Source: an optimization exercise on an open RTL-to-GDS flow (aim: small area and a short achievable clock period). Production flows keep margins and buffers that such runs may drop. Only simulation tests tie the RTL to the original design; equivalence was not proved. Power and IR drop assume default switching activity.

`flow/run.sh`:
```
#!/bin/bash
# Standard ORFS layout with a tighter timing-repair target: repair_timing aims
# for SETUP_SLACK_MARGIN ns of setup slack at the design's own clock period
# and constraints (constraint.sdc is used unchanged).
set -euo pipefail
bash standard.sh SETUP_SLACK_MARGIN=7 finish > flow_standard.log 2>&1
```
`standard.sh`:
```
#!/bin/bash
# synth_recipe.tcl (not shown) runs the flow's synth.tcl, then flattens the netlist and writes it again
# the make line also repeats each setting of config.mk as NAME=value (left out here)
make -C /OpenROAD-flow-scripts/flow DESIGN_CONFIG=/design/flow/config.mk WORK_HOME=/design/flow/orfs CLKGATE_MAP_FILE= SYNTH_SCRIPT=/design/flow/synth_recipe.tcl "${@:-finish}"
```
`config.mk`:
```
export PLATFORM = sky130hd
export DESIGN_NAME = udp_rx_payload_fifo
export DESIGN_NICKNAME = udp_rx_payload_fifo
export VERILOG_FILES = /design/flow/design.v
export SDC_FILE = /design/flow/constraint.sdc
export NUM_CORES = 4
export LEC_CHECK = 0
export ABC_CLOCK_PERIOD_IN_PS = 4000
export CAP_MARGIN = 20
export CORE_MARGIN = 2
export CORE_UTILIZATION = 52
export CTS_CLUSTER_DIAMETER = 80
export CTS_CLUSTER_SIZE = 25
export SLEW_MARGIN = 20
```
`constraint.sdc`:
```
create_clock -name core_clock -period 10.0 [get_ports {clkRx}]
set_input_delay 2.0000 -clock core_clock [delete_from_list [all_inputs] [get_ports {clkRx}]]
set_output_delay 2.0000 -clock core_clock [all_outputs]
set_load 0.01 [all_outputs]
```
`design.v`:
```
module udp_rx_payload_fifo #(
  parameter int ADDR_W      = 9,
  parameter int MAX_PAYLOAD = 470,
  parameter int PAYLOAD_OFS = 42
) (
  input  logic                   clkRx,
  input  logic                   rstn,
  input  logic                   rx_frame,
  input  logic                   rx_byte_valid,
  input  logic [7:0]             rx_byte,
  input  logic                   rx_frame_end,
  input  logic                   rx_frame_ok,
  input  logic                   rd_en,
  output logic [7:0]             rd_data,
  output logic                   rd_valid,
  output logic                   empty,
  output logic [ADDR_W:0]        fill,
  output logic [15:0]            pkt_count,
  output logic [15:0]            drop_count
);
  localparam int                DEPTH      = 1 << ADDR_W;
  localparam logic [ADDR_W:0]   DEPTH_V    = {1'b1, {ADDR_W{1'b0}}};
  localparam int                BIDX_W     = 6;
  localparam logic [BIDX_W-1:0] BIDX_MAX   = '1;
  localparam logic [BIDX_W-1:0] IDX_LEN_HI = BIDX_W'(PAYLOAD_OFS - 4);
  localparam logic [BIDX_W-1:0] IDX_LEN_LO = BIDX_W'(PAYLOAD_OFS - 3);
  localparam logic [BIDX_W-1:0] IDX_HDR_HI = BIDX_W'(PAYLOAD_OFS - 2);
  localparam logic [BIDX_W-1:0] IDX_HDR_LO = BIDX_W'(PAYLOAD_OFS - 1);
  logic [7:0]        mem [DEPTH];
  logic              st_hdr_r, st_pay_r, st_wait_r, st_drop_r;
  logic              skip_r;
  logic [BIDX_W-1:0] bidx_r;
  logic [7:0]        len_hi_r;
  logic              len_ok_r;
  logic [ADDR_W-1:0] plen_r;
  logic [ADDR_W:0]   lim_r;
  logic [ADDR_W-1:0] rem_r;
  logic [ADDR_W-1:0] spec_ptr_r, wr_ptr_r;
  logic [ADDR_W:0]   fill_r;
  logic              empty_r;
  logic [7:0]        rd_data_r;
  logic              rd_valid_r;
  logic [15:0]       pkt_count_r, drop_count_r;
  logic [7:0]        epa_r, epb_r, opa_r, opb_r;
  logic [3:0]        epc_r, opc_r;
  logic              rpar_r;
  logic [7:0]        head_e_r, head_o_r;
  logic [7:0]        wdata_s;
  logic              byte_s, commit_s, drop_s, rd_acc_s, we_s;
  logic              is_len_hi, is_len_lo, is_hdr_hi, is_hdr_lo;
  logic [15:0]       udp_len_s;
  logic [ADDR_W:0]   plen_s;       
  logic              hdr_drop_s;
  logic [ADDR_W-1:0] pend_s;
  logic [ADDR_W:0]   fill_add_s;
  logic [ADDR_W:0]   fill_nxt_s;
  logic              empty_nxt_s;
  assign byte_s    = rx_byte_valid & rx_frame & ~rx_frame_end;
  assign commit_s  = rx_frame_end & rx_frame_ok & st_wait_r;
  assign drop_s    = rx_frame_end & ~skip_r & ~commit_s;
  assign rd_acc_s  = rd_en & ~empty_r;
  assign is_len_hi = (bidx_r == IDX_LEN_HI);
  assign is_len_lo = (bidx_r == IDX_LEN_LO);
  assign is_hdr_hi = (bidx_r == IDX_HDR_HI);
  assign is_hdr_lo = (bidx_r == IDX_HDR_LO);
  assign udp_len_s  = {len_hi_r, rx_byte};
  assign plen_s     = {1'b0, plen_r};
  assign hdr_drop_s = ~len_ok_r | (fill_r > lim_r);
  assign we_s = byte_s & ((st_pay_r) |
                          (st_hdr_r & is_hdr_lo) |
                          (st_hdr_r & is_hdr_hi & ~hdr_drop_s));
  assign pend_s      = spec_ptr_r - wr_ptr_r;
  assign fill_add_s  = fill_r + {1'b0, pend_s};
  always_comb begin
    case ({commit_s, rd_acc_s})
      2'b00:   fill_nxt_s = fill_r;
      2'b01:   fill_nxt_s = fill_r - 10'd1;
      2'b10:   fill_nxt_s = fill_add_s;
      default: fill_nxt_s = fill_add_s - 10'd1;
    endcase
  end
  assign empty_nxt_s = ~commit_s & (empty_r | (rd_en & (fill_r == 10'd1)));
  logic              wpar_q;
  logic [7:0]        wia_q, wib_q;
  logic [3:0]        wic_q;
  logic [7:0]        wd_q;
  always_comb begin
    if (st_pay_r) begin
      wdata_s = rx_byte;
    end else if (is_hdr_hi) begin
      wdata_s = {7'd0, plen_s[8]};
    end else begin
      wdata_s = plen_s[7:0];
    end
  end
  always_ff @(posedge clkRx) begin
    wd_q   <= wdata_s;
    wpar_q <= spec_ptr_r[0];
    for (int i = 0; i < 8; i++) begin
      wia_q[i] <= (spec_ptr_r[3:1] == 3'(i));
      wib_q[i] <= (spec_ptr_r[6:4] == 3'(i));
    end
  end
  always_ff @(posedge clkRx or negedge rstn) begin
    if (!rstn) begin
      wic_q <= 4'd0;
    end else begin
      for (int i = 0; i < 4; i++) begin
        wic_q[i] <= we_s & (spec_ptr_r[8:7] == 2'(i));
      end
    end
  end
  logic [DEPTH/8-1:0] wrow_s;
  always_comb begin
    for (int p = 0; p < 2; p++) begin
      for (int r = 0; r < DEPTH / 16; r++) begin
        wrow_s[p * (DEPTH / 16) + r] = (wpar_q == 1'(p)) & wib_q[r % 8] & wic_q[r / 8];
      end
    end
  end
  for (genvar w = 0; w < DEPTH; w++) begin : g_word
    always_ff @(posedge clkRx) begin
      if (wia_q[(w / 2) % 8] && wrow_s[(w % 2) * (DEPTH / 16) + (w / 16)]) begin
        mem[w] <= wd_q;
      end
    end
  end
  logic [DEPTH/16-1:0] erow_s, orow_s;
  logic [7:0]          ebyte_s [DEPTH/16];
  logic [7:0]          obyte_s [DEPTH/16];
  logic [7:0]          emux_s, omux_s;
  always_comb begin
    for (int r = 0; r < DEPTH / 16; r++) begin
      erow_s[r]  = epb_r[r % 8] & epc_r[r / 8];
      orow_s[r]  = opb_r[r % 8] & opc_r[r / 8];
      ebyte_s[r] = 8'h00;
      obyte_s[r] = 8'h00;
      for (int c = 0; c < 8; c++) begin
        ebyte_s[r] = ebyte_s[r] | (mem[2 * (r * 8 + c)] & {8{epa_r[c]}});
        obyte_s[r] = obyte_s[r] | (mem[2 * (r * 8 + c) + 1] & {8{opa_r[c]}});
      end
    end
    emux_s = 8'h00;
    omux_s = 8'h00;
    for (int r = 0; r < DEPTH / 16; r++) begin
      emux_s = emux_s | (ebyte_s[r] & {8{erow_s[r]}});
      omux_s = omux_s | (obyte_s[r] & {8{orow_s[r]}});
    end
  end
  always_ff @(posedge clkRx) begin
    head_e_r <= emux_s;
    head_o_r <= omux_s;
  end
  always_ff @(posedge clkRx or negedge rstn) begin
    if (!rstn) begin
      epa_r        <= 8'd1;
      epb_r        <= 8'd1;
      epc_r        <= 4'd1;
      opa_r        <= 8'd1;
      opb_r        <= 8'd1;
      opc_r        <= 4'd1;
      rpar_r       <= 1'b0;
      wr_ptr_r     <= '0;
      fill_r       <= '0;
      empty_r      <= 1'b1;
      rd_data_r    <= 8'h00;
      rd_valid_r   <= 1'b0;
      pkt_count_r  <= 16'd0;
      drop_count_r <= 16'd0;
    end else begin
      rd_valid_r <= rd_acc_s;
      if (rd_acc_s) begin
        rd_data_r <= rpar_r ? head_o_r : head_e_r;
        rpar_r    <= ~rpar_r;
        if (!rpar_r) begin
          epa_r <= {epa_r[6:0], epa_r[7]};
          if (epa_r[7]) begin
            epb_r <= {epb_r[6:0], epb_r[7]};
            if (epb_r[7]) begin
              epc_r <= {epc_r[2:0], epc_r[3]};
            end
          end
        end else begin
          opa_r <= {opa_r[6:0], opa_r[7]};
          if (opa_r[7]) begin
            opb_r <= {opb_r[6:0], opb_r[7]};
            if (opb_r[7]) begin
              opc_r <= {opc_r[2:0], opc_r[3]};
            end
          end
        end
      end
      if (commit_s) begin
        wr_ptr_r    <= spec_ptr_r;
        pkt_count_r <= pkt_count_r + 16'd1;
      end
      if (drop_s) begin
        drop_count_r <= drop_count_r + 16'd1;
      end
      fill_r  <= fill_nxt_s;
      empty_r <= empty_nxt_s;
    end
  end
  always_ff @(posedge clkRx or negedge rstn) begin
    if (!rstn) begin
      st_hdr_r   <= 1'b0;
      st_pay_r   <= 1'b0;
      st_wait_r  <= 1'b0;
      st_drop_r  <= 1'b0;
      skip_r     <= 1'b1;
      bidx_r     <= '0;
      spec_ptr_r <= '0;
    end else begin
      if (!rx_frame) begin
        bidx_r <= '0;
      end else if (rx_byte_valid && (bidx_r != BIDX_MAX)) begin
        bidx_r <= bidx_r + 1'b1;
      end
      if (we_s) begin
        spec_ptr_r <= spec_ptr_r + 1'b1;
      end else if ((rx_frame_end & ~commit_s) | st_drop_r) begin
        spec_ptr_r <= wr_ptr_r;
      end
      if (rx_frame_end || !rx_frame) begin
        skip_r <= 1'b0;
      end
      if (rx_frame_end) begin
        st_hdr_r  <= 1'b0;
        st_pay_r  <= 1'b0;
        st_wait_r <= 1'b0;
        st_drop_r <= 1'b0;
      end else if (byte_s) begin
        if (!st_hdr_r && !st_pay_r && !st_wait_r && !st_drop_r && !skip_r) begin
          st_hdr_r <= 1'b1;
        end
        if (st_hdr_r) begin
          if (is_hdr_hi && hdr_drop_s) begin
            st_hdr_r  <= 1'b0;
            st_drop_r <= 1'b1;
          end
          if (is_hdr_lo) begin
            st_hdr_r  <= 1'b0;
            st_wait_r <= (plen_s == 10'd0);
            st_pay_r  <= (plen_s != 10'd0);
          end
        end
        if (st_pay_r) begin
          if (rem_r == 9'd1) begin
            st_pay_r  <= 1'b0;
            st_wait_r <= 1'b1;
          end
        end
      end
    end
  end
  always_ff @(posedge clkRx) begin
    if (rx_byte_valid && is_len_hi) begin
      len_hi_r <= rx_byte;
    end
    if (rx_byte_valid && is_len_lo) begin
      len_ok_r <= (udp_len_s >= 16'd8) && (udp_len_s <= 16'(MAX_PAYLOAD + 8));
      plen_r   <= udp_len_s[ADDR_W-1:0] - ADDR_W'(8);
      lim_r    <= (ADDR_W + 1)'(DEPTH + 6) - udp_len_s[ADDR_W:0];
    end
    if (st_hdr_r) begin
      rem_r <= plen_s[ADDR_W-1:0];
    end else if (byte_s) begin
      rem_r <= rem_r - 1'b1;
    end
  end
  assign rd_data    = rd_data_r;
  assign rd_valid   = rd_valid_r;
  assign empty      = empty_r;
  assign fill       = fill_r;
  assign pkt_count  = pkt_count_r;
  assign drop_count = drop_count_r;
endmodule
```
==> impl_results.md, run 1 <==
- Ports: between 60 and 70
- CP Capture Type: register
- Gpl congestion: about 0.85
- Reg area: between 0.1 and 0.15 mm2
- Sequential fraction of the synthesis area: around four fifths
- Hold slack: roughly 0.52 ns
- Cell Chain, Critical Path: inv_2, ha_4, inv_2, fa_2, a21o_1, a21oi_2, buf_4, xnor2_1, ha_1, nand3_1, o22ai_1, o41ai_2, o21ba_1, nor2b_2, nor2_1, xnor3_1, o311a_1
- Synth Area in Adders: less than 1%
- First-pass GRT wire length: about 670000 um
- Final Power: about 0.030 W
- Worst-Margin Slew: around 1.3 ns
- Worst path most repeated cell: inv_2
- Port Buffer Count: 66
- Chip width: ~560 um
- Die area: between 0.3 and 0.4 mm2
- Core ar.: 0.306 mm2
- Post-CTS Hold Buffers: 0
- CP Data Required Time: 10.80 ns
- Slew headroom: about 15%
- Slowest cell on crit path: dfrtp_2
- Power share of the sequential group: about 66%
- FF-to-FF path depth: 17
- Total CTS buffers: ~200
- Clk slew on worst S/H paths: approximately 0.09 ns
- Compound-cell area share of the yosys netlist: about 13%
- Number of synthesized flops with an enable pin: 4132
- CP Buf/Inv Count: 3
- VDD IR-drop max: 0.000169 V
- Hold Path Origin: epb_r[7]$_DFFE_PN0P_
- Setup-failing EPs final: 0
- Synth Area in XOR/XNOR: less than 1%
- Routed via count: a little over 90k
- Post-detail-place hpwl: around 260000 um
- Avg Cell Area, Syn: 17.7 um2
- Skew final: 0.0320 ns
- Fillers: ~23k
- Synth Net Count: between 9k and 10k
- Setup CP Type: register to register
- Pwr Density: between 150 and 200 mW/mm2
- Post-Synth Simple-Gate Area: between 4 and 5%
- Gr usage total: 29.9%
- Internal power: around 0.024 W
- DR WL/cell: 36.3 um
- Reg2reg setup slack: 6.35 ns
- Asr flop ratio synth: 2.93%
- Worst Setup EP: fill_r[9]$_DFFE_PN0P_
- Crit-path max cell delay: 0.42 ns
- Final slew viol count: 0
- NetSw: about 0.006 W
- Worst-Skew Late Latency: 0.93 ns
- HP Class: register to register
- CTS max path bufs: 4
- TritonRoute pass-1 iters: 8
- Starting DRT DRC Count: around 14k
- Final WL: 481000 um
- Post-Syn Area: between 0.15 and 0.2 mm2
- Post-synthesis mux area share: less than 1%
- FF-to-FF End: fill_r[9]$_DFFE_PN0P_
- Status: complete, no violations
- TritonCTS clock tree: done
- Initial Utilization: a little over half
- Final worst path period share: 36.5%
- Clock Power Share: about a third
- Main combinational cell family by area after synthesis: compound AO/OA/AOI/OAI gates
- Final Hold Viols: 0
- Number of global-route vias before repair: between 80k and 90k
- Yosys cell types: between 70 and 80
- Initial antenna violation count: 38
- Rows: 203
- Syn. warnings: 4
- H-tree depth: 4
- Antenna Nets Post-Route: 0
- Stages on the worst setup path: 17
- Vias per cell: between 6 and 7
- Fin nets: roughly 9k
- # DRC: 0
- Die Height: approximately 560 um
- Comb power frac: under 10%
- Hold Path Depth: 1
- Share of cells above drive strength 1: between 10% and 20%
- Grt total ovfl: 0
- R2R Path Start: spec_ptr_r[0]$_DFFE_PN0P_
- P_leak: about 52 nW
- Sw Ratio: 20.1%
- Fmax: 274 MHz
- TNS Setup: 0 ns
- Root Driver: clkbuf_16
- Ys flop type: edfxtp_1
- Cell count after synthesis: just over 9k
- Crit path DAT: roughly 4.5 ns
- Largest net degree at the start of global routing: 178
- Syn-to-layout area delta: 9.47%
- Worst setup startpoint: spec_ptr_r[0]$_DFFE_PN0P_
- Multi-input gate area: around 0.030 mm2
- Crit path time final: between 3 and 4 ns
- MaxCap Viol Count: 0
- Number of clock sinks: between 4k and 5k
- CP top delay family: compound AO/OA/AOI/OAI gates
- RSZ-0062 raised after global routing: yes
- Yosys reg bits: 4299
- Worst Path Max Fanout: 2
- Critical Path Source Type: register
## cells by family after synthesis
group / count (synthesis)
AND/OR/NAND/NOR: 1230
adder cells (fa/ha/maj): 49
XOR/XNOR: 83
AO/OA/AOI/OAI: 2630
flip-flops: 4299
multiplexers: 53
buffers and inverters: 703
## power groups by stage
stage	Combinational (W)	Clock, W	Sequential (W)
after floorplan	0.000399	0	0.0199
after global placement	0.000593	0	0.0200
after detailed placement	0.000590	0	0.0200
after CTS	0.000741	0.00947	0.0195
after global routing	0.000861	0.0100	0.0195
final	0.000799	0.00942	0.0195
## worst min path at each step
stage	to	slack, ns
final	epb_r[7]$_DFFE_PN0P_	0.52
after global routing	epb_r[7]$_DFFE_PN0P_	0.54
after CTS	drop_count_r[5]$_DFFE_PN0P_	0.49
after detailed placement	drop_count_r[15]$_DFFE_PN0P_	0.47
after global placement	drop_count_r[15]$_DFFE_PN0P_	0.47
after floorplan	wpar_q$_DFF_P_	0.45
## cell usage after synthesis, drive strengths merged (58+ instances only)
| cell type | n | area, um2 |
|---|---|---|
| a22o | 79 | 692 |
| a22oi | 2070 | 15500 |
| a41oi | 275 | 2410 |
| and2 | 264 | 1650 |
| and3 | 304 | 1900 |
| buf | 82 | 329 |
| clkbuf | 568 | 2150 |
| dfrtp | 118 | 2950 |
| edfxtp | 4132 | 124000 |
| nand2 | 176 | 661 |
| nand4 | 270 | 1690 |
| nor2 | 58 | 220 |
| o21ai | 64 | 320 |
## state kept, by name (all words and copies together), names as in the netlist, 9 cells and up
signal and cells:
wr_ptr_r 9, pkt_count_r 16, lim_r 10, spec_ptr_r 9, mem 4096, rem_r 9
drop_count_r 16, fill_r 10
## stage by stage
step,instances,worst slack (ns),util [%],cell area (um2)
after floorplan,9047,6.48,-,160000
after global placement,12700,5.68,53.9,165000
after detailed placement,12700,5.69,53.9,165000
after CTS,13100,6.31,56.7,173000
after global routing,13200,6.20,57.2,175000
final,13300,6.35,57.2,175000
## cell type report
type | instances | area share, %
Inverter | 53 | 0.122
Sequential cell | 4299 | 73.3
Clock buffer | 261 | 3.09
Antenna cell | 41 | 0.0586
Multi-Input combinational cell | 4047 | 17.4
Timing Repair Buffer | 420 | 2.95
Tap cell | 4100 | 2.93
Clock inverter | 30 | 0.185
## placed cells by master, fill, tap and decap left out, types with 28 or more instances in the layout
cell type     n
a21oi_1      33
buf_12       35
clkbuf_1     52
buf_4       208
xor2_1       28
a41oi_1     248
mux2_2       32
buf_16       32
and3_1      301
o21ai_0      48
buf_6        65
nor2_1       54
diode_2      41
clkbuf_16   226
a22o_1       78
xnor2_1      47
a22oi_2      39
a22oi_1    2031
edfxtp_1   4132
dfrtp_1      77
inv_1        45
and2_1      263
nand2_1     166
nand4_1     270
ha_1         41
## layer usage
metal / vias up / track usage (%) / part of all wire [%]
met5: - / 0 / 0.010
met4: 8 / 9.56 / 3.4
met3: 734 / 6.40 / 12
met2: 5721 / 45.1 / 45
met1: 48100 / 43.8 / 39
li1: 37600 / - / -
## what timing repair did
item,CTS,global route
buffers inserted,118,46
endpoints found under the setup margin,395,426
gates resized for setup,435,152
gates cloned,18,19
pin swaps,50,60
==> run 2, diff against run 1 <==
--- a/flow/run.sh
+++ b/flow/run.sh
@@ -4,3 +4,3 @@
 # and constraints (constraint.sdc is used unchanged).
 set -euo pipefail
-bash standard.sh SETUP_SLACK_MARGIN=7 finish > flow_standard.log 2>&1
+bash standard.sh SETUP_SLACK_MARGIN=6.5 finish > flow_standard.log 2>&1
==> run 2 against run 1 <==
Effect of this change: still clean on timing, DRC and antenna; setup slack gained 0.046 ns; global-route usage shrank 1.3 points; clock skew grew 0.0038 ns; synthesized area is the same; via count shrank 2.0%; critical endpoint unchanged.
==> impl_results.md, run 2 <==
- Status: complete, no violations
- Top-area cell type share of the netlist area: 77.6% (unchanged)
- Setup CP Type: register to register
- Synth Area in Adders: 0.393% (unchanged)
- Largest net degree at the start of global routing: 227 (+28%)
- DR WL/cell: 34.7 um (-4.5%)
- P_leak: 51.3 nW (-2.1%)
- Chip width: 558 um (unchanged)
- Final Instance Count excl. Fillers: 13.2k (-0.56%)
- Share of cells above drive strength 1: 7.82% (-2.6 points)
- Slew headroom: 17.6% (+2.2 points)
- Commonest non-fill, non-tap cells in the layout: edfxtp_1, a22oi_1, and3_1, a41oi_1, nand4_1
- CTS max path bufs: 4 (unchanged)
- Number of clock sinks: 4299 (unchanged)
- Syn. warnings: 4 (unchanged)
- TNS Setup: 0 ns (unchanged)
- Clk slew on worst S/H paths: 0.10 ns (about the same)
- Core ar.: 0.306 mm2 (unchanged)
- Port Buffer Count: 66 (unchanged)
- Antenna Nets Post-Route: 0 (unchanged)
- Final slew viol count: 0 (unchanged)
- Fmax: 277 MHz (+1.3%)
- Sequential fraction of the synthesis area: 80.1% (unchanged)
- Routed via count: 90.3k (-2.0%)
- NetSw: 0.00598 W (about the same)
- Final Hold Viols: 0 (unchanged)
- H-tree depth: 4 (unchanged)
- Synth area leaders: edfxtp_1, a22oi_1, dfrtp_1
- Asr flop ratio synth: 2.93% (unchanged)
- Initial Utilization: 52.3% (unchanged)
- Fillers: 23.3k (+1.4%)
- Multi-input gate area: 0.0296 mm2 (-2.9%)
- RSZ-0062 raised after global routing: yes
- First-pass GRT wire length: 643000 um (-3.5%)
- HP Class: register to register
- Critical Path Source Type: register
- # DRC: 0 (unchanged)
- Most frequent cell after synthesis: edfxtp_1
- Post-detail-place hpwl: 253000 um (-1.2%)
- TritonRoute pass-1 iters: 6 (-2)
- VDD IR-drop max: 0.000175 V (+3.1%)
- Initial antenna violation count: 35 (-7.9%)
- Synth Net Count: 9111 (unchanged)
- Yosys reg bits: 4299 (unchanged)
- Worst-Margin Slew: 1.24 ns (-0.0324 ns)
- Power share of the sequential group: 65.8% (+0.2 points)
- Syn-to-layout area delta: 7.76%
- Most common cell after layout, fill and taps aside: edfxtp_1
- Synth area leader: edfxtp_1
- Post-Synth Simple-Gate Area: 4.45% (unchanged)
- Number of flip-flops in the largest register: 4096 (unchanged)
- Main combinational cell family by area after synthesis: compound AO/OA/AOI/OAI gates
- Post-synthesis mux area share: 0.363% (unchanged)
- Crit path time final: 3.60 ns (-0.0455 ns)
- Grt total ovfl: 0 (unchanged)
- Cell count after synthesis: 9047 (unchanged)
- Number of global-route vias before repair: 86.1k (-1.7%)
- Number of synthesized flops with an enable pin: 4132 (unchanged)
- Gr usage total: 28.7% (-1.3 points)
- Largest registers: mem x4096, drop_count_r x16, pkt_count_r x16
- Worst Path Max Fanout: 4 (+2)
- Skew final: 0.0358 ns (+0.00384 ns)
- Ys flop type: edfxtp_1
- Worst-Skew Late Latency: 0.93 ns (about the same)
- Die Height: 558 um (unchanged)
- Cells after DPL: 12.7k (+0.016%)
- Setup-failing EPs final: 0 (unchanged)
- Root Driver: clkbuf_16
- Yosys cell types: 78 (unchanged)
- MaxCap Viol Count: 0 (unchanged)
- Comb power frac: 2.5% (-0.2 points)
- Ports: 67 (unchanged)
- Gpl congestion: 0.845 (-1.1%)
- Synth cell count leaders: edfxtp_1, a22oi_1, clkbuf_1
- Total CTS buffers: 200 (-0.50%)
- CP Capture Type: register
- Internal power: 0.0237 W (-0.37%)
- Die area: 0.312 mm2 (unchanged)
- Pwr Density: 172 mW/mm2 (+1.3%)
- Fin nets: 8977 (-1.2%)
- Final WL: 457000 um (-5.0%)
- TritonCTS clock tree: done
- Synth Area in XOR/XNOR: 0.463% (unchanged)
- Fin util: 56.3% (-0.90 points)
- Final worst path period share: 36.0% (-0.46 points)
- Post-Syn Area: 0.160 mm2 (unchanged)
- CP Data Required Time: 10.80 ns (about the same)
- Rows: 203 (unchanged)
- Post-CTS Hold Buffers: 0 (unchanged)
- Starting DRT DRC Count: 13.3k (-6.6%)
- Sw Ratio: 20.2% (+0.052 points)
- Top reg by flops: mem
- Compound-cell area share of the yosys netlist: 12.6% (unchanged)
- Reg area: 0.128 mm2 (about the same)
- Crit path DAT: 4.40 ns (-0.05 ns)
- Vias per cell: 6.85 (-1.5%)
- Clock Power Share: 31.7% (about the same)
- Avg Cell Area, Syn: 17.7 um2 (unchanged)
-- run 2: cell counts after synthesis --
Identical to the previous run, type by type.
-- run 2: final cells by class --
type / count / area share, %
flip-flops and latches: 4299 / 74.4
multi-input cells: 4045 / 17.2
clock buffers: 285 / 3.17
well taps: 4100 / 2.98
repair buffers: 314 / 1.90
clock inverters: 32 / 0.180
inverters: 53 / 0.116
diodes: 49 / 0.0712
-- run 2: what timing repair did --
action                                  in CTS  in global routing
pin swaps                                   12                 22
endpoints found under the setup margin      75                 82
gates resized for setup                    340                 47
cloned                                       3                  4
buffers inserted                            61                 23
-- run 2: critical path: stages (launching register included) --
cell	delay, ns
dfrtp_2	0.43
inv_2	0.08
ha_4	0.13
inv_2	0.04
fa_2	0.34
a21o_1	0.18
a21oi_2	0.16
o21bai_1	0.10
a21oi_2	0.17
xnor2_1	0.15
ha_2	0.33
or4_4	0.50
o311ai_4	0.10
nand3_2	0.14
nor3_2	0.13
xnor3_1	0.24
o311a_1	0.29
-- run 2: through the flow --
step / power [W] / hold slack (ns) / instance area, um2 / setup slack [ns]
2_1_floorplan: 0.0203 / 0.449 / 160000 / 6.48
3_3_place_gp: 0.0205 / 0.465 / 165000 / 5.48
3_5_place_dp: 0.0205 / 0.456 / 165000 / 5.41
4_1_cts: 0.0297 / 0.543 / 172000 / 6.38
5_1_grt: 0.0304 / 0.558 / 172000 / 6.23
6_report: 0.0296 / 0.539 / 172000 / 6.40
-- run 2: worst paths after layout --
check / depth (start not counted) / startpoint / slack (ns) / to
worst min-delay path: 2 / pkt_count_r[15]$_DFFE_PN0P_ / 0.54 / pkt_count_r[15]$_DFFE_PN0P_
worst max register to register: 16 / spec_ptr_r[0]$_DFFE_PN0P_ / 6.40 / fill_r[9]$_DFFE_PN0P_
max in group asynchronous: 2 / rstn / 7.37 / epa_r[4]$_DFFE_PN0P_
worst min register to register: 2 / pkt_count_r[15]$_DFFE_PN0P_ / 0.54 / pkt_count_r[15]$_DFFE_PN0P_
worst max-delay path: 16 / spec_ptr_r[0]$_DFFE_PN0P_ / 6.40 / fill_r[9]$_DFFE_PN0P_
min in group asynchronous: 1 / rstn / 1.07 / opa_r[2]$_DFFE_PN0P_
-- run 2: kinds of logic (layout without fill, tap and decap cells) --
kind of cell	after synthesis	count (layout)
buffers and inverters	703	684
AO/OA/AOI/OAI	2630	2630
adder cells (fa/ha/maj)	49	49
multiplexers	53	53
other	0	49
AND/OR/NAND/NOR	1230	1230
XOR/XNOR	83	83
flip-flops	4299	4299
-- run 2: per-layer routing --
metal  vias up  GRT usage (%)  wire [um]
met5         -              0         82
li1      37300              -          -
met3       569           5.75      49200
met1     47200           42.3     185000
met4        12           7.41      11600
met2      5133           43.9     211000
-- run 2: power by group through the flow --
stage                     Combinational, W  Sequential, W  Clock [W]
after detailed placement          0.000593         0.0199          0
after global routing              0.000807         0.0195     0.0101
after floorplan                   0.000378         0.0199          0
after CTS                         0.000706         0.0195    0.00948
after global placement            0.000593         0.0199          0
final                             0.000743         0.0195    0.00940
==> run 3, diff against run 2 <==
--- a/config.mk
+++ b/config.mk
@@ -7,8 +7,8 @@
 export LEC_CHECK = 0
 export ABC_CLOCK_PERIOD_IN_PS = 4000
-export CAP_MARGIN = 20
+export CAP_MARGIN = 10
 export CORE_MARGIN = 2
 export CORE_UTILIZATION = 52
 export CTS_CLUSTER_DIAMETER = 80
 export CTS_CLUSTER_SIZE = 25
-export SLEW_MARGIN = 20
+export SLEW_MARGIN = 10
==> run 3 against run 2 <==
Effect of this change: total power rose by 0.28%; highest routed layer unchanged; die area unchanged; sequential power barely moved; critical path type unchanged; largest power group unchanged.
==> impl_results.md, run 3 <==
- Fin nets: 9003 (+0.29%)
- Setup-failing EPs final: 0 (unchanged)
- FF-to-FF path depth: 16 (unchanged)
- Final WL: 458000 um (+0.20%)
- RSZ-0062 raised after global routing: yes
- Most common cell after layout, fill and taps aside: edfxtp_1
- Worst Path Max Fanout: 4 (unchanged)
- Yosys cell types: 78 (unchanged)
- Synth cell count leaders: edfxtp_1, a22oi_1, clkbuf_1
- HP Class: register to register
- Skew final: 0.0481 ns (+0.0123 ns)
- Gr usage total: 28.6% (-0.043 points)
- Synth area leader: edfxtp_1
- Syn. warnings: 4 (unchanged)
- Rows: 203 (unchanged)
- Asr flop ratio synth: 2.93% (unchanged)
- Ys flop type: edfxtp_1
- P_leak: 51.5 nW (+0.50%)
- Reg2reg setup slack: 6.38 ns (-0.02 ns)
- Avg Cell Area, Syn: 17.7 um2 (unchanged)
- Slew headroom: 13.2% (-4.4 points)
- VDD IR-drop max: 0.000187 V (+7.0%)
- Ports: 67 (unchanged)
- CTS max path bufs: 4 (unchanged)
- Share of cells above drive strength 1: 8.09% (+0.27 points)
- Hold Path Depth: 2 (unchanged)
- Synth Net Count: 9111 (unchanged)
- Final setup margin: 6.38 ns (-0.0206 ns)
- Pwr Density: 172 mW/mm2 (about the same)
- Worst-Skew Late Latency: 0.93 ns (about the same)
- TNS Setup: 0 ns (unchanged)
- Number of flip-flops in the largest register: 4096 (unchanged)
- Commonest non-fill, non-tap cells in the layout: edfxtp_1, a22oi_1, and3_1, a41oi_1, nand4_1
- CP Capture Type: register
- Die Height: 558 um (unchanged)
- Status: complete, no violations
- Fmax: 276 MHz (-0.57%)
- DR WL/cell: 34.7 um (about the same)
- Synth area leaders: edfxtp_1, a22oi_1, dfrtp_1
- Most frequent cell after synthesis: edfxtp_1
- Post-Syn Area: 0.160 mm2 (unchanged)
- TritonCTS clock tree: done
- Port Buffer Count: 66 (unchanged)
- Post-CTS Hold Buffers: 0 (unchanged)
- Chip width: 558 um (unchanged)
- Crit path time final: 3.62 ns (+0.0206 ns)
- Grt total ovfl: 0 (unchanged)
- Yosys reg bits: 4299 (unchanged)
- Final Hold Viols: 0 (unchanged)
- Hold Path Origin: wr_ptr_r[8]$_DFFE_PN0P_
- Antenna Nets Post-Route: 0 (unchanged)
- CP Data Required Time: 10.80 ns (about the same)
- Largest registers: mem x4096, drop_count_r x16, pkt_count_r x16
- Final slew viol count: 0 (unchanged)
- Total CTS buffers: 201 (+0.50%)
- Vias per cell: 6.86 (+0.19%)
- Hold Path End: wr_ptr_r[8]$_DFFE_PN0P_
- Worst setup slack after placement: 5.40 ns (-0.00200 ns)
- Syn-to-layout area delta: 8.08%
- First-pass GRT wire length: 642000 um (-0.18%)
- Worst-Margin Slew: 1.30 ns (+0.0666 ns)
- Clk slew on worst S/H paths: 0.09 ns (about the same)
- Gpl congestion: 0.845 (unchanged)
- Sequential fraction of the synthesis area: 80.1% (unchanged)
- H-tree depth: 4 (unchanged)
- TritonRoute pass-1 iters: 8 (+2)
- Starting DRT DRC Count: 12.8k (-3.8%)
- Top-area cell type share of the netlist area: 77.6% (unchanged)
- Initial antenna violation count: 41 (+17%)
- Initial Utilization: 52.3% (unchanged)
- Cell count after synthesis: 9047 (unchanged)
- Final worst path period share: 36.2% (+0.21 points)
- R2R Path Start: spec_ptr_r[0]$_DFFE_PN0P_
- Setup CP Type: register to register
- Routed via count: 90.7k (+0.45%)
- MaxCap Viol Count: 0 (unchanged)
- Number of synthesized flops with an enable pin: 4132 (unchanged)
- Post-detail-place hpwl: 252000 um (about the same)
- Root Driver: clkbuf_16
- Number of clock sinks: 4299 (unchanged)
- Critical Path Source Type: register
- Number of global-route vias before repair: 85.6k (-0.51%)
- Crit path DAT: 4.43 ns (+0.03 ns)
- FF-to-FF End: fill_r[9]$_DFFE_PN0P_
- Largest net degree at the start of global routing: 227 (unchanged)
- Top reg by flops: mem
- Die area: 0.312 mm2 (unchanged)
- Core ar.: 0.306 mm2 (unchanged)
- # DRC: 0 (unchanged)
## run 3: cell type report
type                       instances  area, um2
multi-input combinational       4045      29500
fill                           23200     133000
antenna                           61        153
inverter                          53        203
tap                             4100       5130
clock inverter                    37        450
clock buffer                     277       5440
sequential                      4299     128000
timing repair buffer             339       3660
## run 3: timing repair
action	in CTS	in global routing
gates cloned	3	9
pin swaps	12	16
endpoints found under the setup margin	75	85
resized for setup	339	59
setup buffers	57	48
## run 3: per-layer routing
metal | vias to the layer above | track usage (%) | share of wire, %
met3 | 547 | 5.45 | 11
met5 | - | 0 | 0.012
met1 | 47500 | 42.4 | 41
met4 | 8 | 7.35 | 2.5
met2 | 5188 | 43.8 | 46
li1 | 37400 | - | -
## run 3: through the flow
stage               area [um2]  util [%]  instances  power [W]  hold slack, ns
global route            173000      56.5      13200     0.0304           0.555
finish                  173000      56.5      13200     0.0297           0.538
CTS                     172000      56.1      13100     0.0298           0.498
floorplan               160000         -       9047     0.0203           0.449
global placement        165000      53.9      12700     0.0205           0.465
detailed placement      165000      53.9      12700     0.0205           0.456
## run 3: how the worst max path moves through the flow
stage / startpoint / to / slack, ns / depth (start not counted)
final: spec_ptr_r[0]$_DFFE_PN0P_ / fill_r[9]$_DFFE_PN0P_ / 6.38 / 16
after CTS: empty_r$_DFF_PN1_ / empty / 6.35 / 1
after global placement: rd_en / epc_r[3]$_DFFE_PN0P_ / 5.48 / 7
after detailed placement: rd_en / epc_r[2]$_DFFE_PN0P_ / 5.40 / 7
after floorplan: spec_ptr_r[0]$_DFFE_PN0P_ / fill_r[9]$_DFFE_PN0P_ / 6.48 / 16
after global routing: spec_ptr_r[0]$_DFFE_PN0P_ / fill_r[8]$_DFFE_PN0P_ / 6.15 / 17
## run 3: cells by family (layout without fill, tap and decap cells)
logic type	after synthesis	after routing	share of synthesized area, %
DFF	4299	4299	80.1
AOI/OAI and AO/OA	2630	2630	12.6
and+or+nand+nor	1230	1230	4.45
buffers and inverters	703	706	1.68
xor gates and xnor gates	83	83	0.463
muxes	53	53	0.363
adders and majority gates	49	49	0.393
other	0	61	0
## run 3: power breakdown
part           switching, W  total (W)  leakage (nW)  internal, W
Clock               0.00552    0.00949          2.85      0.00397
Combinational      0.000408   0.000727          9.64     0.000320
Sequential        0.0000609     0.0195          39.0       0.0194
Total               0.00599     0.0297          51.5       0.0237
## run 3: critical path, cell delays in order (launching register included)
cell and delay [ns]:
dfrtp_2 0.42, inv_2 0.08, ha_4 0.14, inv_4 0.03, fa_2 0.34, a21o_1 0.18, a21oi_2 0.14, o21bai_1 0.09
a21oi_2 0.16, xnor2_1 0.09, ha_1 0.37, or4_4 0.55, o311ai_4 0.10, nand3_2 0.14, nor3_2 0.14, xnor3_1 0.24
o311a_1 0.29
==> run 4, diff against run 3 <==
--- a/config.mk
+++ b/config.mk
@@ -7,8 +7,8 @@
 export LEC_CHECK = 0
 export ABC_CLOCK_PERIOD_IN_PS = 4000
-export CAP_MARGIN = 10
+export CAP_MARGIN = 20
 export CORE_MARGIN = 2
 export CORE_UTILIZATION = 52
-export CTS_CLUSTER_DIAMETER = 80
-export CTS_CLUSTER_SIZE = 25
-export SLEW_MARGIN = 10
+export CTS_CLUSTER_DIAMETER = 90
+export CTS_CLUSTER_SIZE = 28
+export SLEW_MARGIN = 20
==> run 4 against run 3 <==
Effect of this change: clock power decreased by 5.4%; clock-buffer cell count down 26; worst hold slack improved by 0.0024 ns; register-to-register slack got worse by 0.03 ns; sequential power barely moved; critical path type unchanged; critical endpoint unchanged; die area unchanged; sequential share of layout area is 0.37 points higher; sequential cell count unchanged; global-route usage about the same; design area fell by 0.50%; clock skew grew 0.018 ns.
==> impl_results.md, run 4 <==
- Chip width: 558 um (unchanged)
- Rows: 203 (unchanged)
- Slowest cell on crit path: or4_4
- Die area: 0.312 mm2 (unchanged)
- VDD IR-drop max: 0.000183 V (-2.0%)
- Pwr Density: 170 mW/mm2 (-1.2%)
- TNS Setup: 0 ns (unchanged)
- Number of flip-flops in the largest register: 4096 (unchanged)
- Number of synthesized flops with an enable pin: 4132 (unchanged)
- Initial Utilization: 52.3% (unchanged)
- Total CTS buffers: 180 (-10%)
- Top reg by flops: mem
- Cell count after synthesis: 9047 (unchanged)
- Synth area leader: edfxtp_1
- Crit-path max cell delay: 0.50 ns (-0.05 ns)
- Worst-Margin Slew: 1.24 ns (-0.0653 ns)
- Vias per cell: 6.86 (about the same)
- First-pass GRT wire length: 641000 um (-0.11%)
- RSZ-0062 raised after global routing: yes
- Yosys reg bits: 4299 (unchanged)
- Slew headroom: 15.2% (+2.0 points)
- Placed cell area: 0.165 mm2 (about the same)
- Fin nets: 8971 (-0.36%)
- Worst Path Max Fanout: 4 (unchanged)
- Post-detail-place hpwl: 253000 um (about the same)
- CP Data Required Time: 10.79 ns (about the same)
- Die Height: 558 um (unchanged)
- Worst-Skew Late Latency: 0.94 ns (about the same)
- Port Buffer Count: 66 (unchanged)
- Top-area cell type share of the netlist area: 77.6% (unchanged)
- Cells after DPL: 12.7k (+0.0079%)
- Post-Syn Area: 0.160 mm2 (unchanged)
- Final slew viol count: 0 (unchanged)
- Synth Net Count: 9111 (unchanged)
- MaxCap Viol Count: 0 (unchanged)
- Sequential fraction of the synthesis area: 80.1% (unchanged)
- TritonRoute pass-1 iters: 8 (unchanged)
- Final WL: 457000 um (-0.19%)
- Syn-to-layout area delta: 7.54%
- Final Instance Count excl. Fillers: 13.2k (-0.43%)
- Synth area leaders: edfxtp_1, a22oi_1, dfrtp_1
- Most frequent cell after synthesis: edfxtp_1
- Asr flop ratio synth: 2.93% (unchanged)
- Number of global-route vias before repair: 85.8k (+0.16%)
- HP Class: register to register
- Final worst path period share: 36.6% (+0.32 points)
- Avg Cell Area, Syn: 17.7 um2 (unchanged)
- DR WL/cell: 34.8 um (+0.24%)
- H-tree depth: 4 (unchanged)
- Synth cell count leaders: edfxtp_1, a22oi_1, clkbuf_1
- Clk slew on worst S/H paths: 0.10 ns (about the same)
- P_leak: 51.1 nW (-0.81%)
- Largest net degree at the start of global routing: 227 (unchanged)
- Most common cell after layout, fill and taps aside: edfxtp_1
- Largest registers: mem x4096, drop_count_r x16, pkt_count_r x16
- Setup CP Type: register to register
- Starting DRT DRC Count: 13.7k (+6.7%)
- Ys flop type: edfxtp_1
- Fmax: 274 MHz (-0.87%)
- TritonCTS clock tree: done
- Routed via count: 90.3k (-0.42%)
- Core ar.: 0.306 mm2 (unchanged)
- Syn. warnings: 4 (unchanged)
- Commonest non-fill, non-tap cells in the layout: edfxtp_1, a22oi_1, and3_1, a41oi_1, nand4_1
- CP top delay family: compound AO/OA/AOI/OAI gates
- Final instance area: 0.172 mm2 (-0.50%)
- Crit path DAT: 4.44 ns (about the same)
- CP Buf/Inv Count: 2 (unchanged)
- Share of cells above drive strength 1: 7.66% (-0.42 points)
- Cell Chain, Critical Path: inv_2, ha_4, inv_2, fa_2, a21o_1, a21oi_2, o21bai_1, a21oi_2, xnor2_1, ha_2, or4_4, o311ai_4, nand3_2, nor3_2, xnor3_1, o311a_1
- # DRC: 0 (unchanged)
- Skew final: 0.0657 ns (+0.0176 ns)
- Crit path time final: 3.66 ns (+0.0317 ns)
- Gpl congestion: 0.845 (unchanged)
- Yosys cell types: 78 (unchanged)
- CP Capture Type: register
- Antenna Nets Post-Route: 0 (unchanged)
- Grt total ovfl: 0 (unchanged)
- Gr usage total: 28.6% (-0.036 points)
- Ports: 67 (unchanged)
- Root Driver: clkbuf_16
- Final Hold Viols: 0 (unchanged)
- Setup-failing EPs final: 0 (unchanged)
- Status: complete, no violations
- Number of clock sinks: 4299 (unchanged)
- Critical Path Source Type: register
- CTS max path bufs: 4 (unchanged)
- Initial antenna violation count: 42 (+2.4%)
## run 4: kinds of logic after synthesis
group                    count (synthesis)  share of synthesized area [%]
AO/OA/AOI/OAI                         2630                           12.6
AND/OR/NAND/NOR                       1230                           4.45
multiplexers                            53                          0.363
buffers and inverters                  703                           1.68
adder cells (fa/ha/maj)                 49                          0.393
XOR/XNOR                                83                          0.463
flip-flops                            4299                           80.1
## run 4: metal layers
| layer | up-vias | wire (um) | global-route usage [%] |
|---|---|---|---|
| met2 | 5317 | 212000 | 43.8 |
| met3 | 552 | 50100 | 5.49 |
| li1 | 37300 | - | - |
| met1 | 47100 | 184000 | 42.3 |
| met5 | - | 60 | 0 |
| met4 | 8 | 10900 | 7.28 |
## run 4: per-stage QoR
stage               hold WS, ns  power [W]  setup WS [ns]  utilization [%]
floorplan                 0.449     0.0203           6.48                -
global placement          0.465     0.0205           5.48             53.9
detailed placement        0.456     0.0205           5.41             53.9
CTS                       0.545     0.0293           6.36             55.9
global route              0.559     0.0299           6.20             56.2
finish                    0.540     0.0292           6.34             56.2
## run 4: where the power goes
| part | total [W] | switching, W | internal [W] |
|---|---|---|---|
| registers | 0.0195 | 0.0000590 | 0.0194 |
| logic | 0.000738 | 0.000413 | 0.000325 |
| clock network | 0.00898 | 0.00541 | 0.00357 |
| total | 0.0292 | 0.00588 | 0.0233 |
## run 4: repair_timing
item / 4_1_cts / 5_1_grt
setup endpoints to repair: 75 / 77
cloned: 3 / 6
buffers inserted: 60 / 36
resized for setup: 329 / 59
hold buffers: 0 / 0
pin swaps: 15 / 17
## run 4: layout make-up
cell class                      count  area [um2]
Multi-Input combinational cell   4045       29500
Clock inverter                     26         367
Tap cell                         4100        5130
Inverter                           53         200
Sequential cell                  4299      128000
Fill cell                       23300      134000
Antenna cell                       52         130
Timing Repair Buffer              328        3480
Clock buffer                      251        4880
## run 4: worst register-to-register path: stages, from the launching register on
cell	delay, ns
dfrtp_2	0.43
inv_2	0.08
ha_4	0.13
inv_2	0.04
fa_2	0.34
a21o_1	0.18
a21oi_2	0.17
o21bai_1	0.10
a21oi_2	0.17
xnor2_1	0.15
ha_2	0.33
or4_4	0.50
o311ai_4	0.10
nand3_2	0.14
nor3_2	0.18
xnor3_1	0.23
o311a_1	0.29
## run 4: final timing paths
kind | cells past startpoint | slack, ns | start | end
max in group asynchronous | 2 | 7.32 | rstn | epa_r[4]$_DFFE_PN0P_
min in group asynchronous | 1 | 1.05 | rstn | opa_r[4]$_DFFE_PN0P_
setup reg to reg | 16 | 6.34 | spec_ptr_r[0]$_DFFE_PN0P_ | fill_r[9]$_DFFE_PN0P_
hold / removal | 2 | 0.54 | pkt_count_r[15]$_DFFE_PN0P_ | pkt_count_r[15]$_DFFE_PN0P_
setup / recovery | 16 | 6.34 | spec_ptr_r[0]$_DFFE_PN0P_ | fill_r[9]$_DFFE_PN0P_
hold reg to reg | 2 | 0.54 | pkt_count_r[15]$_DFFE_PN0P_ | pkt_count_r[15]$_DFFE_PN0P_

-- static timing again, ports no longer ideal --
How much do the figures lean on ideal ports? The routed layouts below were timed once more, with nothing changed but the port constraints. Step 1: set_driving_cell puts a clkbuf_16 on clkRx and a buf_2 on each other input, an assumption about the parent block. Step 2 also shifts input and output timing later by t, the mid clock arrival at the registers, as if the neighbouring blocks saw the same clock. Slacks: ideal ports / drivers / drivers and shift; pairs: ideal ports / drivers.
run	t, ns	setup slack, ns	worst setup path at the end	worst data-port slew with drivers (ns)
run 1	1.014	6.351 / 6.287 / 6.085	input to register	0.06
run 2	1.014	6.396 / 6.338 / 5.772	input to register	0.05
run 3	1.009	6.375 / 6.338 / 5.684	input to register	0.06
run 4	1.004	6.344 / 6.344 / 5.715	input to register	0.05
After both steps setup and hold are still met in every run listed. For run 3, which loses most, drivers alone change the setup slack by -0.037 ns; drivers and shift together by -0.691 ns.
